From an optimization exercise on the open Yosys and OpenROAD flow, aimed at small area, a short achievable clock period and few clock cycles per item; shortcuts taken in it are not production practice. In this exercise RTL edits were held to simulation tests only and were not proved equivalent to the original.

[flow/design.v]
package iir_pkg;
  localparam int DEF_MAN = 23;
  localparam int DEF_EXP = 8;
  localparam int FW = DEF_MAN + DEF_EXP + 1;
  typedef enum logic [2:0] {
    S_IDLE,
    S_MUL0,
    S_MAC1,
    S_MAC2,
    S_MAC3,
    S_MAC4,
    S_ACC_LAST,
    S_OUT
  } state_t;
  localparam logic [2:0] C_B0  = 3'd0;
  localparam logic [2:0] C_B1  = 3'd1;
  localparam logic [2:0] C_B2  = 3'd2;
  localparam logic [2:0] C_NA1 = 3'd3;
  localparam logic [2:0] C_NA2 = 3'd4;
  localparam logic [FW-1:0] FLOAT_ZERO = '0;
  localparam logic [FW-1:0] FLOAT_ONE  = {2'b00, {(DEF_EXP-1){1'b1}}, {DEF_MAN{1'b0}}};
endpackage
module int2float #(
  parameter int MAN = 23,
  parameter int EXP = 8
) (
  input  logic [MAN-1:0]   a,
  output logic [MAN+EXP:0] f
);
  localparam int BIAS = (1 << (EXP - 1)) - 1;
  logic [MAN-1:0] mag;
  logic [MAN:0]   norm;
  int             msb;
  always_comb begin
    mag = a[MAN-1] ? (~a + 1'b1) : a;
    msb = 0;
    for (int i = 0; i < MAN; i++)
      if (mag[i]) msb = i;
    norm = {1'b0, mag} << (MAN - msb);
    f = '0;
    if (mag != '0) f = {a[MAN-1], EXP'(BIAS + msb), norm[MAN-1:0]};
  end
endmodule
module mult #(
  parameter int MAN = 23,
  parameter int EXP = 8
) (
  input  logic [MAN+EXP:0] a,
  input  logic [MAN+EXP:0] b,
  output logic [MAN+EXP:0] p
);
  localparam logic signed [EXP+1:0] BIAS_S = (EXP+2)'((1 << (EXP - 1)) - 1);
  localparam logic signed [EXP+1:0] EMAX   = (EXP+2)'((1 << EXP) - 1);
  localparam logic signed [EXP+1:0] EONE   = (EXP+2)'(1);
  logic [2*MAN+1:0]     prod;
  logic [MAN-1:0]       man;
  logic signed [EXP+1:0] e;
  always_comb begin
    prod = {1'b1, a[MAN-1:0]} * {1'b1, b[MAN-1:0]};
    e = $signed({2'b00, a[MAN+EXP-1:MAN]}) + $signed({2'b00, b[MAN+EXP-1:MAN]}) - BIAS_S;
    man = prod[2*MAN+1] ? prod[2*MAN:MAN+1] : prod[2*MAN-1:MAN];
    if (prod[2*MAN+1]) e = e + EONE;
    p = '0;
    if (a[MAN+EXP-1:MAN] != '0 && b[MAN+EXP-1:MAN] != '0 && e > 0) begin
      if (e >= EMAX) p = {a[MAN+EXP] ^ b[MAN+EXP], {(EXP-1){1'b1}}, 1'b0, {MAN{1'b1}}};
      else           p = {a[MAN+EXP] ^ b[MAN+EXP], e[EXP-1:0], man};
    end
  end
endmodule
module soma #(
  parameter int MAN = 23,
  parameter int EXP = 8
) (
  input  logic [MAN+EXP:0] a,
  input  logic [MAN+EXP:0] b,
  output logic [MAN+EXP:0] s
);
  localparam int MW = MAN + 3;
  localparam logic [EXP-1:0] MW_E = EXP'(MW);
  localparam logic signed [EXP+1:0] EONE = (EXP+2)'(1);
  logic [MAN+EXP:0]      big, sml;
  logic [EXP-1:0]        eb, es, dsh;
  logic [MW-1:0]         mb, ms;
  logic [MW:0]           sum, norm;
  logic signed [EXP+1:0] e;
  int                    lead;
  always_comb begin
    if (a[MAN+EXP-1:0] >= b[MAN+EXP-1:0]) begin
      big = a;
      sml = b;
    end else begin
      big = b;
      sml = a;
    end
    eb  = big[MAN+EXP-1:MAN];
    es  = sml[MAN+EXP-1:MAN];
    mb  = {1'b1, big[MAN-1:0], 2'b00};
    ms  = (es == '0) ? '0 : {1'b1, sml[MAN-1:0], 2'b00};
    dsh = eb - es;
    ms  = (dsh >= MW_E) ? '0 : (ms >> dsh);
    sum = (big[MAN+EXP] == sml[MAN+EXP]) ? ({1'b0, mb} + {1'b0, ms}) : ({1'b0, mb} - {1'b0, ms});
    lead = 0;
    for (int i = 0; i <= MW; i++)
      if (sum[i]) lead = i;
    e = $signed({2'b00, eb});
    if (lead == MW) begin
      norm = sum >> 1;
      e = e + EONE;
    end else begin
      norm = sum << (MW - 1 - lead);
      e = e - $signed((EXP+2)'(MW - 1 - lead));
    end
    s = '0;
    if (eb != '0 && sum != '0 && e > 0) s = {big[MAN+EXP], e[EXP-1:0], norm[MW-2:2]};
  end
endmodule
module float2int #(
  parameter int MAN = 23,
  parameter int EXP = 8
) (
  input  logic [MAN+EXP:0] f,
  output logic [MAN+EXP:0] i
);
  localparam int W    = MAN + EXP + 1;
  localparam int BIAS = (1 << (EXP - 1)) - 1;
  logic [W-1:0] mag;
  int           sh;
  always_comb begin
    sh  = int'(f[MAN+EXP-1:MAN]) - BIAS;
    mag = '0;
    if (sh >= W - 1)    mag = {1'b0, {(W-1){1'b1}}};
    else if (sh >= MAN) mag = W'({1'b1, f[MAN-1:0]}) << (sh - MAN);
    else if (sh >= 0)   mag = W'({1'b1, f[MAN-1:0]}) >> (MAN - sh);
    i = f[MAN+EXP] ? (~mag + 1'b1) : mag;
  end
endmodule
import iir_pkg::*;
module iir_coef_bank #(
  parameter int FWB = iir_pkg::FW
) (
  input  logic           clk,
  input  logic           rst_n,
  input  logic           we,
  input  logic [2:0]     addr,
  input  logic [FWB-1:0] wdata,
  input  logic           commit,
  input  iir_pkg::state_t state,
  output logic [FWB-1:0] coef
);
  logic [FWB-1:0] shadow [5];
  logic [FWB-1:0] active [5];
  always_ff @(posedge clk or negedge rst_n) begin
    if (!rst_n) begin
      for (int k = 0; k < 5; k++) begin
        shadow[k] <= '0;
        active[k] <= '0;
      end
    end else begin
      if (commit)
        for (int k = 0; k < 5; k++) active[k] <= shadow[k];
      if (we) begin
        case (addr)
          C_B0:    shadow[0] <= wdata;
          C_B1:    shadow[1] <= wdata;
          C_B2:    shadow[2] <= wdata;
          C_NA1:   shadow[3] <= wdata;
          C_NA2:   shadow[4] <= wdata;
          default: ;
        endcase
      end
    end
  end
  always_comb begin
    coef = '0;
    case (state)
      S_MUL0:  coef = active[C_B0];
      S_MAC1:  coef = active[C_B1];
      S_MAC2:  coef = active[C_B2];
      S_MAC3:  coef = active[C_NA1];
      S_MAC4:  coef = active[C_NA2];
      default: coef = '0;
    endcase
  end
endmodule
import iir_pkg::*;
module iir_biquad_seq #(
  parameter int MAN = iir_pkg::DEF_MAN,
  parameter int EXP = iir_pkg::DEF_EXP
) (
  input  logic             clk,
  input  logic             rst_n,
  input  logic             in_valid,
  output logic             in_ready,
  input  logic [MAN-1:0]   in_sample,
  output logic             out_valid,
  input  logic             out_ready,
  output logic [MAN+EXP:0] out_sample,
  input  logic             coef_we,
  input  logic [2:0]       coef_addr,
  input  logic [MAN+EXP:0] coef_data,
  input  logic             clr,
  output logic             busy
);
  localparam int W = MAN + EXP + 1;
  iir_pkg::state_t state, state_nxt;
  logic [W-1:0]   x0, x1, x2, y1, y2, prod, acc, out_q;
  logic [W-1:0]   x_flt, mul_res, sum_res, int_res, coef, operand;
  logic           in_rdy, accept, ld_prod, acc_byp, acc_add, ld_out, shift;
  iir_coef_bank #(.FWB(W)) u_coef (
    .clk    (clk),
    .rst_n  (rst_n),
    .we     (coef_we),
    .addr   (coef_addr),
    .wdata  (coef_data),
    .commit (accept),
    .state  (state),
    .coef   (coef)
  );
  int2float #(.MAN(MAN), .EXP(EXP)) u_i2f (.a(in_sample), .f(x_flt));
  mult      #(.MAN(MAN), .EXP(EXP)) u_mul (.a(coef), .b(operand), .p(mul_res));
  soma      #(.MAN(MAN), .EXP(EXP)) u_add (.a(acc), .b(prod), .s(sum_res));
  float2int #(.MAN(MAN), .EXP(EXP)) u_f2i (.f(sum_res), .i(int_res));
  always_ff @(posedge clk or negedge rst_n) begin
    if (!rst_n) state <= S_IDLE;
    else        state <= state_nxt;
  end
  always_comb begin
    state_nxt = state;
    case (state)
      S_IDLE:     if (accept) state_nxt = S_MUL0;
      S_MUL0:     state_nxt = S_MAC1;
      S_MAC1:     state_nxt = S_MAC2;
      S_MAC2:     state_nxt = S_MAC3;
      S_MAC3:     state_nxt = S_MAC4;
      S_MAC4:     state_nxt = S_ACC_LAST;
      S_ACC_LAST: state_nxt = S_OUT;
      S_OUT:      if (out_ready) state_nxt = S_IDLE;
      default:    state_nxt = S_IDLE;
    endcase
    if (clr) state_nxt = S_IDLE;
  end
  always_comb begin
    in_rdy   = (state == S_IDLE) && !clr;
    accept   = in_rdy && in_valid;
    ld_prod  = (state == S_MUL0) || (state == S_MAC1) || (state == S_MAC2) ||
               (state == S_MAC3) || (state == S_MAC4);
    acc_byp  = (state == S_MAC1);
    acc_add  = (state == S_MAC2) || (state == S_MAC3) || (state == S_MAC4) ||
               (state == S_ACC_LAST);
    ld_out   = (state == S_ACC_LAST);
    shift    = (state == S_OUT) && out_ready;
    operand  = '0;
    case (state)
      S_MUL0:  operand = x0;
      S_MAC1:  operand = x1;
      S_MAC2:  operand = x2;
      S_MAC3:  operand = y1;
      S_MAC4:  operand = y2;
      default: operand = '0;
    endcase
  end
  assign in_ready   = in_rdy;
  assign busy       = (state != S_IDLE);
  assign out_valid  = (state == S_OUT);
  assign out_sample = out_q;
  always_ff @(posedge clk or negedge rst_n) begin
    if (!rst_n) begin
      x0 <= '0; x1 <= '0; x2 <= '0; y1 <= '0; y2 <= '0;
      prod <= '0; acc <= '0; out_q <= '0;
    end else if (clr) begin
      x0 <= '0; x1 <= '0; x2 <= '0; y1 <= '0; y2 <= '0;
      prod <= '0; acc <= '0;
    end else begin
      if (accept)       x0 <= x_flt;
      if (ld_prod)      prod <= mul_res;
      if (acc_byp)      acc <= prod;
      else if (acc_add) acc <= sum_res;
      if (ld_out)       out_q <= int_res;
      if (shift) begin
        x2 <= x1;
        x1 <= x0;
        y2 <= y1;
        y1 <= acc;
      end
    end
  end
endmodule
[flow/run.sh]
#!/bin/bash
# synth_recipe.tcl (not shown) runs the flow's synth.tcl, then flattens the netlist and writes it again
# the make line also repeats each setting of config.mk as NAME=value (left out here)
make -C /OpenROAD-flow-scripts/flow DESIGN_CONFIG=/design/flow/config.mk WORK_HOME=/design/flow/orfs CLKGATE_MAP_FILE= SYNTH_SCRIPT=/design/flow/synth_recipe.tcl finish
[flow/config.mk]
export PLATFORM = sky130hd
export DESIGN_NAME = iir_biquad_seq
export DESIGN_NICKNAME = iir_biquad_seq
export VERILOG_FILES = /design/flow/design.v
export SDC_FILE = /design/flow/constraint.sdc
export NUM_CORES = 4
export LEC_CHECK = 0
export CAP_MARGIN = 20
export CORE_MARGIN = 2
export CORE_UTILIZATION = 40
export SLEW_MARGIN = 20
[flow/constraint.sdc]
create_clock -name core_clock -period 18.0 [get_ports {clk}]
set_input_delay 3.6000 -clock core_clock [delete_from_list [all_inputs] [get_ports {clk}]]
set_output_delay 3.6000 -clock core_clock [all_outputs]
set_load 0.01 [all_outputs]
==> impl_metrics.tcl <==
set metrics [dict create \
    num_vias 54417 \
    overflow 0 \
    ant_nets 0 \
    die_h_um 389.6 \
    reg2reg_from "prod[26]" \
    worst_pin_slew_ns 1.160 \
    path_max_fanout 19 \
    final.period_utilization_pct 94.91 \
    mostFrequentLayoutCell "nand2_1" \
    ioPinCount 99 \
    wl_per_cell_um 23.24 \
    final_nets 8038 \
    whs_ns 0.4433 \
    maxCapViolations 0 \
    root_buffer "clkbuf_16" \
    grt_start_max_net_pins 145 \
    drive_above_1_share_pct 10.41 \
    syn_avg_cell_area_sq_um 8.229 \
    cts_tree "done" \
    synth_area_leaders "dfrtp_1, fa_1, nand2_1" \
    hold_end "u_coef.active[4][0]" \
    antenna_found_initial 1 \
    syn2layout_area_growth_pct 10.58 \
    synth-seq-cells 579 \
    syn-num-nets 8076 \
    cts.sink_count 579 \
    clock_path_buffers 3 \
    final_cell_mix "nand2_1, inv_1, dfrtp_1, fa_1, nor2_1" \
    first_global_vias 54210 \
    holdBufCountCts 0 \
    drc_errors 0 \
    cts_buffers 67 \
    io_buffers 98 \
    path_buf_inv 6 \
    critPathLaunchType "flop" \
    grt_pass1_wl_mm 330.4 \
    place_inst 9038 \
    initial_core_util_pct 40.28 \
    die_w_um 389.6 \
    critPathSlowestCell "or4_4" \
    fin_cells 9171 \
    grt.total_usage_pct 27.87 \
    netlist.area_leader.share_pct 24.36 \
    setup_viol 0 \
    r2r_end "out_q[29]" \
    final_max_slew_viol_count 0 \
    cpPeakStageDelay_ns 0.62 \
    syn_area_sq_um 59470 \
    skew_ns 0.04344 \
    yosysWarnings 8 \
    worstSetupEndpointType "flop" \
    required_ns 18.52 \
    synth_enable_flop_cells 0 \
    cp_top_family "simple AND/OR/NAND/NOR gates" \
    drt_iter0_drc 4933 \
    ys.flop_type "dfrtp_1" \
    min_path_type "flop to flop" \
    holdCritStartpoint "u_coef.shadow[4][0]" \
    finalCriticalPeriod_ns 17.08 \
    die_area_sq_um 151800 \
    ys_types 124 \
    rsz0062_at_grt "true" \
    row_count 141 \
    r2r_cells 75 \
    core_area_sq_um 147700 \
    dp_hpwl_mm 155.4 \
    fill_cells 14601 \
    htreeDepth 3 \
    clk_pin_slew_ns 0.06 \
    clk_latency_ns 0.68 \
    yosysTopAreaCell "dfrtp_1" \
    status "no timing/DRC/antenna violations" \
    async_flop_share_pct 100.0 \
    hold_depth 2 \
    ys_seq_area_share_pct 24.36 \
    dr.pass1.iters 7 \
    crit_arrival_ns 17.60 \
    slew_headroom_pct 22.64 \
    r2r_setup_slack_ns 0.92 \
    synthCells 7227 \
    wl_mm 213.1 \
    vias_per_cell 5.934 \
    hold_viol 0 \
    place_congestion 1.019 \
    worstSetupPathType "flop to flop" \
    clock.fmax_mhz 58.54 \
]
-- final cells by class --
type                            count  area [sq um]  area share, %
Inverter                          684          2567          3.904
Clock buffer                       95          1943          2.955
Tap cell                         1930          2415          3.672
Multi-Input combinational cell   5521         41210          62.67
Antenna cell                        1         2.502       0.003805
Clock inverter                     25         322.8         0.4909
Timing Repair Buffer              336          2808          4.269
Sequential cell                   579         14490          22.04
-- worst max path at each step --
stage / start / endpoint / slack [ns] / cells past startpoint
6_report: prod[26] / out_q[29] / 0.92 / 75
2_1_floorplan: prod[24] / out_q[29] / 0.17 / 86
3_5_place_dp: prod[28] / out_q[29] / 0.22 / 77
4_1_cts: prod[28] / out_q[29] / 0.15 / 78
3_3_place_gp: prod[27] / out_q[29] / 0.56 / 75
5_1_grt: prod[26] / out_q[23] / -0.09 / 77
-- tightest hold or removal path, stage by stage (launching register included) --
cell and delay [ns]:
dfrtp_1 0.34, nand2_1 0.05, nand2_1 0.05
-- registers in the layout (all words and copies together), names as in the netlist --
register	flops
prod	32
acc	32
state	3
x2	32
u_coef.shadow	160
u_coef.active	160
x0	32
y1	32
y2	32
out_q	32
x1	32
-- Yosys cell counts (all sizes together) (91+ instances only) --
cell,number
o211ai,94
clkbuf,384
mux2,194
o21ai,294
ha,301
a22oi,132
a21oi,377
nor2,442
inv,679
mux2i,91
nor3,113
nand2,1632
nand3,132
dfrtp,579
fa,484
-- per-layer routing --
layer	wire, um	global-route usage (%)	part of all wire, %	up-vias
li1	-	-	-	24494
met1	88710	36.99	42	27020
met2	98290	45.00	46	2345
met3	16800	5.088	7.9	556
met4	9291	10.96	4.4	2
met5	11	0	0.0052	-
-- stage by stage --
| step | cell area, sq um | worst slack (ns) | utilization [%] | TNS [ns] |
|---|---|---|---|---|
| after CTS | 65430 | 0.1463 | 44.31 | 0 |
| after detailed placement | 63160 | 0.2232 | 42.77 | 0 |
| after global routing | 65760 | -0.09267 | 44.54 | -0.3365 |
| after floorplan | 59490 | 0.1680 | - | 0 |
| final | 65760 | 0.9171 | 44.54 | 0 |
| after global placement | 63150 | 0.5551 | 42.77 | 0 |
-- what timing repair did --
action | CTS | global route
setup buffers | 0 | 12
gates resized for setup | 0 | 64
setup endpoints to repair | 0 | 32
-- cells by family (layout without fill, tap and decap cells) --
kind of cell	Yosys count	in the layout	share of synthesized area, %
AND/OR/NAND/NOR	2743	2743	20.06
AO/OA/AOI/OAI	1558	1558	17.89
buffers and inverters	1127	1140	7.241
adder cells (fa/ha/maj)	785	785	22.62
flip-flops	579	579	24.36
multiplexers	302	302	5.855
XOR/XNOR	133	133	1.971
other	0	1	0
Testbench counts, summed over its fixed seeds: cycles 16,384, items 2,048.

what the ideal ports hide:
No port has a modelled driver above. Below, the same layout with a new extraction and two added sets of constraints. Step 1 (the two cells are an assumption about what drives the block):
set clk [get_ports {clk}]
set_driving_cell -lib_cell sky130_fd_sc_hd__clkbuf_16 $clk
set_driving_cell -lib_cell sky130_fd_sc_hd__buf_2 [delete_from_list [all_inputs] $clk]
Step 2 times the ports against the registers' clock, not the clock port: input delays grow and output delays shrink by t, the midpoint of the rising clock arrivals with the driver on. Slacks: ideal / step 1 / step 2; pairs: ideal / step 1.
shift t [ns]: 0.729
slack for setup (ns): 0.917 / 0.917 / 0.917
slew at the worst register clock pin (ns): 0.07 / 0.07
After both steps setup and hold are still met in this run. For this run, drivers alone change the setup slack by 0.000 ns; drivers and shift together by 0.000 ns.
